What follows belongs to an exercise in optimizing a design on an open flow for small area and a short achievable clock period; a production flow would make more cautious choices. No functional check of the RTL was part of any run shown here. Power and IR drop assume default switching activity.

## flow/design.v (module list and top-level ports; edited modules follow where they fit)
// module apbRegs: 58 lines
// module countdownTimer: 44 lines
// module digitGlyph: 33 lines
// module sceneHitTest: 87 lines
// module barrelHits: 706 lines
// module absDiff10: 49 lines
// module fullAdder: 10 lines
// module halfAdder: 9 lines
// module pixelMixer: 13 lines
// module donkeyScreen: 51 lines
module donkeyScreen #(
    parameter int TimerStart      = 6059,
    parameter int FramesPerSecond = 60
) (
    input  logic                  frame_clk,
    input  logic                  reset,
    input  logic                  PSEL,
    input  logic                  PENABLE,
    input  logic                  PWRITE,
    input  logic [7:0]            PADDR,
    input  logic [15:0]           PWDATA,
    output logic [15:0]           PRDATA,
    output logic                  PREADY,
    output logic                  PSLVERR,
    input  logic                  frameStart,
    input  spritePkg::coordT      drawX,
    input  spritePkg::coordT      drawY,
    output spritePkg::colorT      rgb,
    output spritePkg::frameCountT timeLeft
);
  // ...
==> flow/run.sh <==
#!/bin/bash
# synth_recipe.tcl (not shown) runs the flow's synth.tcl, then flattens the netlist and writes it again
# the make line also repeats each setting of config.mk as NAME=value (left out here)
make -C /OpenROAD-flow-scripts/flow DESIGN_CONFIG=/design/flow/config.mk WORK_HOME=/design/flow/orfs CLKGATE_MAP_FILE= SYNTH_SCRIPT=/design/flow/synth_recipe.tcl finish
==> flow/config.mk <==
export PLATFORM = sky130hd
export DESIGN_NAME = donkeyScreen
export DESIGN_NICKNAME = donkeyScreen
export VERILOG_FILES = /design/flow/design.v
export SDC_FILE = /design/flow/constraint.sdc
export NUM_CORES = 4
export LEC_CHECK = 0
export CAP_MARGIN = 20
export CORE_MARGIN = 2
export CORE_UTILIZATION = 40
export SLEW_MARGIN = 20
export SYNTH_HIERARCHICAL = 1
export SYNTH_MINIMUM_KEEP_SIZE = 0
==> flow/constraint.sdc <==
create_clock -name core_clock -period 14.0 [get_ports {frame_clk}]
set_input_delay 2.8000 -clock core_clock [delete_from_list [all_inputs] [get_ports {frame_clk}]]
set_output_delay 2.8000 -clock core_clock [all_outputs]
set_load 0.01 [all_outputs]
==> flow_metrics.env, run 1 <==
export IMPL_firstDrtPassIters=5
export IMPL_critical_path_max_stage_delay_ps=1120
export IMPL_ios=96
export IMPL_p_comb_frac=0.648
export IMPL_largest_reg_flops=13
export IMPL_cts_sinks=134
export IMPL_design_core_area_mm2=0.0409
export IMPL_top_area_cell_class="multi-input gates"
export IMPL_p_sw_frac=0.443
export IMPL_post_cts_setup_buffers=0
export IMPL_layout_cells_non_filler=2171
export IMPL_crit_end="PRDATA[7]"
export IMPL_synth_ff_type="dfxtp_1"
export IMPL_layout_commonest_cell="and2_1"
export IMPL_nWellTaps=532
export IMPL_clkTransAtPathRegs_ps=70
export IMPL_grt_use_met3=0.0200
export IMPL_dr_first_iter_drc_count=604
export IMPL_yosysMostFrequentCell="and2_1"
export IMPL_grtUsageMet2=0.315
export IMPL_clockNetworkAreaShare=0.0311
export IMPL_placed_area_mm2=0.0174
export IMPL_multi_input_area_mm2=0.0124
export IMPL_worst_pin_slew_ps=982
export IMPL_ctsResizeCount=0
export IMPL_wl_per_cell_um=18.2
export IMPL_hp_start="regs.barrelSize[7]$_DFFE_PP0P_"
export IMPL_internal_power_mw=1.54
export IMPL_synth_area_mux_share=0.0629
export IMPL_fin_crit_sh=0.599
export IMPL_rsz0062_at_grt="false"
export IMPL_synth_largest_area_cell="fa_1"
export IMPL_cp_slowest_cell="clkdlybuf4s50_1"
export IMPL_status="timing/DRC/antenna clean"
export IMPL_r2r_end="hitTest.code[0]$_DFF_PP0_"
export IMPL_nets=2033
export IMPL_wl_met2_um=19200
export IMPL_ctsHoldBuffers=0
==> inputs of run 2 (changes only) <==
==> flow/flow/run.sh (new file) <==
#!/bin/bash
# The standard layout, with plain buffers on the ports instead of the delay cells
# that port buffering picks by default; each tool's output goes to its own log under orfs/logs
set -euo pipefail
bash standard.sh finish BUFFER_PORTS_ARGS="-buffer_cell sky130_fd_sc_hd__buf_2" > make_finish.log 2>&1
==> flow/standard.sh (new file) <==
#!/bin/bash
# synth_recipe.tcl (not shown) runs the flow's synth.tcl, then flattens the netlist and writes it again
# the make line also repeats each setting of config.mk as NAME=value (left out here)
make -C /OpenROAD-flow-scripts/flow DESIGN_CONFIG=/design/flow/config.mk WORK_HOME=/design/flow/orfs CLKGATE_MAP_FILE= SYNTH_SCRIPT=/design/flow/synth_recipe.tcl "${@:-finish}"
removed: flow/run.sh
==> run 2 against run 1 <==
Power fell by 0.92%. Sequential share of layout area rose by 0.40 points. Die area unchanged. Routed wire length grew 1.2%. Non-clock buffer count fell by 3. First-iteration DRC count is 14% higher. Hold slack got worse by 6.1 ps. Register-to-register slack barely moved. Largest power group unchanged.
==> flow_metrics.env, run 2 <==
export IMPL_hp_class="flip-flop to flip-flop"
export IMPL_fin_crit_sh=0.525
export IMPL_total_leakage_power_nw=7.71
export IMPL_top_layer="met4"
export IMPL_synth_area_top_cells="fa_1, ha_1, and2_1"
export IMPL_grt_pass1_vias=12200
export IMPL_dr_first_iter_drc_count=690
export IMPL_num_antenna_cells=0
export IMPL_grt_max_degree=52
export IMPL_fmax_mhz=136
export IMPL_crit_arrival_ps=7700
export IMPL_yosysMostFrequentCell="and2_1"
export IMPL_ctsHoldBuffers=0
export IMPL_cp_max_fo=11
export IMPL_clkTransAtPathRegs_ps=60
export IMPL_cts_max_path_buffers=2
export IMPL_dp_slack_ps=6610
export IMPL_utilization=0.430
export IMPL_area_delta_synth_final_pct=5.96
export IMPL_wl_met3_um=1380
export IMPL_row_count=74
export IMPL_setup_tns_ps=0
export IMPL_vdd_ir_drop_max_uv=112
export IMPL_drv_slew=0
export IMPL_finalHoldViolCount=0
export IMPL_cts_sinks=134
export IMPL_regMostFlops="timer.count"
export IMPL_drc=0
export IMPL_syn_inst=1610
export IMPL_crit_type="flip-flop to flip-flop"
export IMPL_final_cell_mix="and2_1, fa_1, ha_1"
export IMPL_p_per_area_mw_per_mm2=156
export IMPL_root_buffer="clkbuf_16"
export IMPL_vias=11800
export IMPL_yosysWarnings=10
export IMPL_whs_ps=396
export IMPL_cts_tree="built"
export IMPL_grt_antenna_before_repair=0
export IMPL_async_flop_share=0.627
export IMPL_track_usage=0.190
export IMPL_wl_per_cell_um=18.5
export IMPL_setup_slack_ps=6650
export IMPL_maxCapViolCount=0
export IMPL_rsz0062_at_grt="false"
export IMPL_grt_pass1_wl_um=65300
export IMPL_die_h_um=208
export IMPL_synth_edf_count=0
export IMPL_fillCellCount=4017
export IMPL_synth_top_cell_area_share=0.259
export IMPL_layout_cells_non_filler=2168
export IMPL_yosysSeqAreaShare=0.190
export IMPL_startpoint_type="flip-flop"
export IMPL_cp_end_kind="flip-flop"
export IMPL_dieArea_mm2=0.0432
export IMPL_nets=2030
export IMPL_design_core_area_mm2=0.0409
export IMPL_ys_top_cells_by_count="and2_1, fa_1, ha_1"
export IMPL_synth_largest_area_cell="fa_1"
export IMPL_synth_ff_type="dfxtp_1"
export IMPL_gr_total_overflow=0
export IMPL_wl_met2_um=19200
export IMPL_layout_commonest_cell="and2_1"
export IMPL_ctsResizeCount=0
export IMPL_syn_area_per_cell_um2=10.3
export IMPL_skew_ps=6.63
export IMPL_syn_area_mm2=0.0166
export IMPL_ios=96
export IMPL_fin_crit_ps=7350
export IMPL_worst_pin_slew_ps=864
export IMPL_synth_seq_cells=134
export IMPL_insertion_delay_ps=440
export IMPL_setup_viol=0
export IMPL_post_route_cell_area_mm2=0.0176
export IMPL_synthDistinctLibCells=91
export IMPL_place_detailed_hpwl_um=32100
export IMPL_die_w_um=208
export IMPL_dp_cells=2136
export IMPL_portBuffers=79
export IMPL_htree_levels=4
export IMPL_cts_inserted_buffers=17
export IMPL_largest_reg_flops=13
export IMPL_firstDrtPassIters=5
export IMPL_post_drt_via_cell_ratio=5.43
export IMPL_post_cts_setup_buffers=0
export IMPL_postRouteAntennaNets=0
export IMPL_status="timing/DRC/antenna clean"
export IMPL_initial_core_util=0.406
export IMPL_drive_above_1_share=0.164
export IMPL_p_total_mw=2.74
export IMPL_totalWireLength_um=40100
export IMPL_gp_congestion=0.866
export IMPL_worstPathRequired_ps=14350
export IMPL_placed_area_mm2=0.0170
export IMPL_relSlewSlack=0.423
export IMPL_met1Wirelength_um=18200
[run 2: changes by cell type in the layout (fill, tap and decap cells not counted)]
cell | before | now
clkinvlp_4 | 3 | 4
clkbuf_1 | 0 | 1
bufinv_16 | 0 | 1
inv_8 | 3 | 0
buf_2 | 0 | 79
inv_6 | 7 | 0
clkdlybuf4s50_1 | 79 | 0
clkinv_4 | 2 | 3
clkbuf_8 | 0 | 3
buf_4 | 7 | 4
clkinv_2 | 0 | 3
[run 2: Yosys stat by module, one instance, submodules excluded, a selection]
module / cell area (µm²) / flip-flops and latches
countdownTimer: 1770 / 28
digitGlyph: 342 / 0
sceneHitTest: 1620 / 55
apbRegs: 2540 / 51
pixelMixer: 126 / 0
halfAdder: 12.5 / 0
fullAdder: 20.0 / 0
absDiff10: 691 / 0
barrelHits: 3070 / 0
[run 2: worst paths after layout]
| kind | to | startpoint | slack, ps | depth (start not counted) |
|---|---|---|---|---|
| worst max register to register | hitTest.code[0]$_DFF_PP0_ | hitTest.radius[1]$_DFF_P_ | 6650 | 21 |
| worst min register to register | hitTest.radius[8]$_DFF_P_ | regs.barrelSize[8]$_DFFE_PP0P_ | 400 | 0 |
| max in group asynchronous | regs.barrelSize[7]$_DFFE_PP0P_ | reset | 10950 | 3 |
| min in group asynchronous | timer.ones[2]$_DFFE_PP0P_ | reset | 2270 | 2 |
| worst min-delay path | hitTest.radius[8]$_DFF_P_ | regs.barrelSize[8]$_DFFE_PP0P_ | 400 | 0 |
| worst max-delay path | hitTest.code[0]$_DFF_PP0_ | hitTest.radius[1]$_DFF_P_ | 6650 | 21 |
[run 2: area by class of cell]
cell class                 instances  area, µm²  share of cell area
multi-input combinational       1286      12400               0.705
inverter                         101        379              0.0215
sequential                       134       3150               0.179
clock buffer                      21        470              0.0267
clock inverter                    11        101             0.00576
tap                              532        666              0.0378
timing repair buffer              83        425              0.0242
[run 2: worst max-delay path, cell delays in order (launching register included)]
cell      delay (ps)
dfxtp_1          490
and2_1           280
fa_1             430
fa_1             510
fa_1             420
ha_1             440
a21oi_1          390
o221ai_1         190
a21oi_1          370
xor2_1           390
fa_1             500
fa_1             390
fa_1             510
fa_1             420
ha_1             280
nand2_1          100
o21ai_0          100
a211oi_1         320
o211ai_1         140
o22ai_1          380
nand2_1          130
o21ai_0          100
[run 2: kinds of logic after synthesis]
family                     synth area share
AOI/OAI and AO/OA                     0.109
xor gates and xnor gates             0.0243
adders and majority gates             0.366
buffers and inverters                0.0649
DFF                                   0.190
muxes                                0.0629
other                              0.000904
and+or+nand+nor                       0.182
[run 2: where the power goes]
part           switching (mW)  internal (mW)
combinational           0.940          0.827
sequential             0.0982          0.447
clock                   0.173          0.257
total                    1.21           1.53
[run 2: per-layer routing]
metal  GRT usage  vias up
met1       0.261     5929
li1            -     5536
met2       0.310      258
met5           0        -
met4      0.0709        0
met3      0.0186       58

-- port drivers added, routing unchanged --
No port has a modelled driver above. Below, the same layouts with a new extraction and two added sets of constraints. Step 1 assumes that a clkbuf_16 drives the clock port and a buf_2 every other input. Step 2 moves the port delays by t, midway between the first and last clock arrival at a register: inputs arrive t later, outputs are due t later. That takes back most of the time a late clock gives input paths. a / b / c = ideal / step 1 / step 2; a / b = the first two.
| run | shift t [ns] | setup slack, ns | clock arrival spread, ns |
|---|---|---|---|
| run 1 | 0.483 | 5.615 / 5.594 / 5.594 | 0.009 / 0.009 |
| run 2 | 0.481 | 6.651 / 6.651 / 6.651 | 0.007 / 0.007 |
After both steps every run listed still meets setup and hold. The setup slack of run 1, which loses most, moves by -0.021 ns with the drivers and by -0.021 ns with both steps.
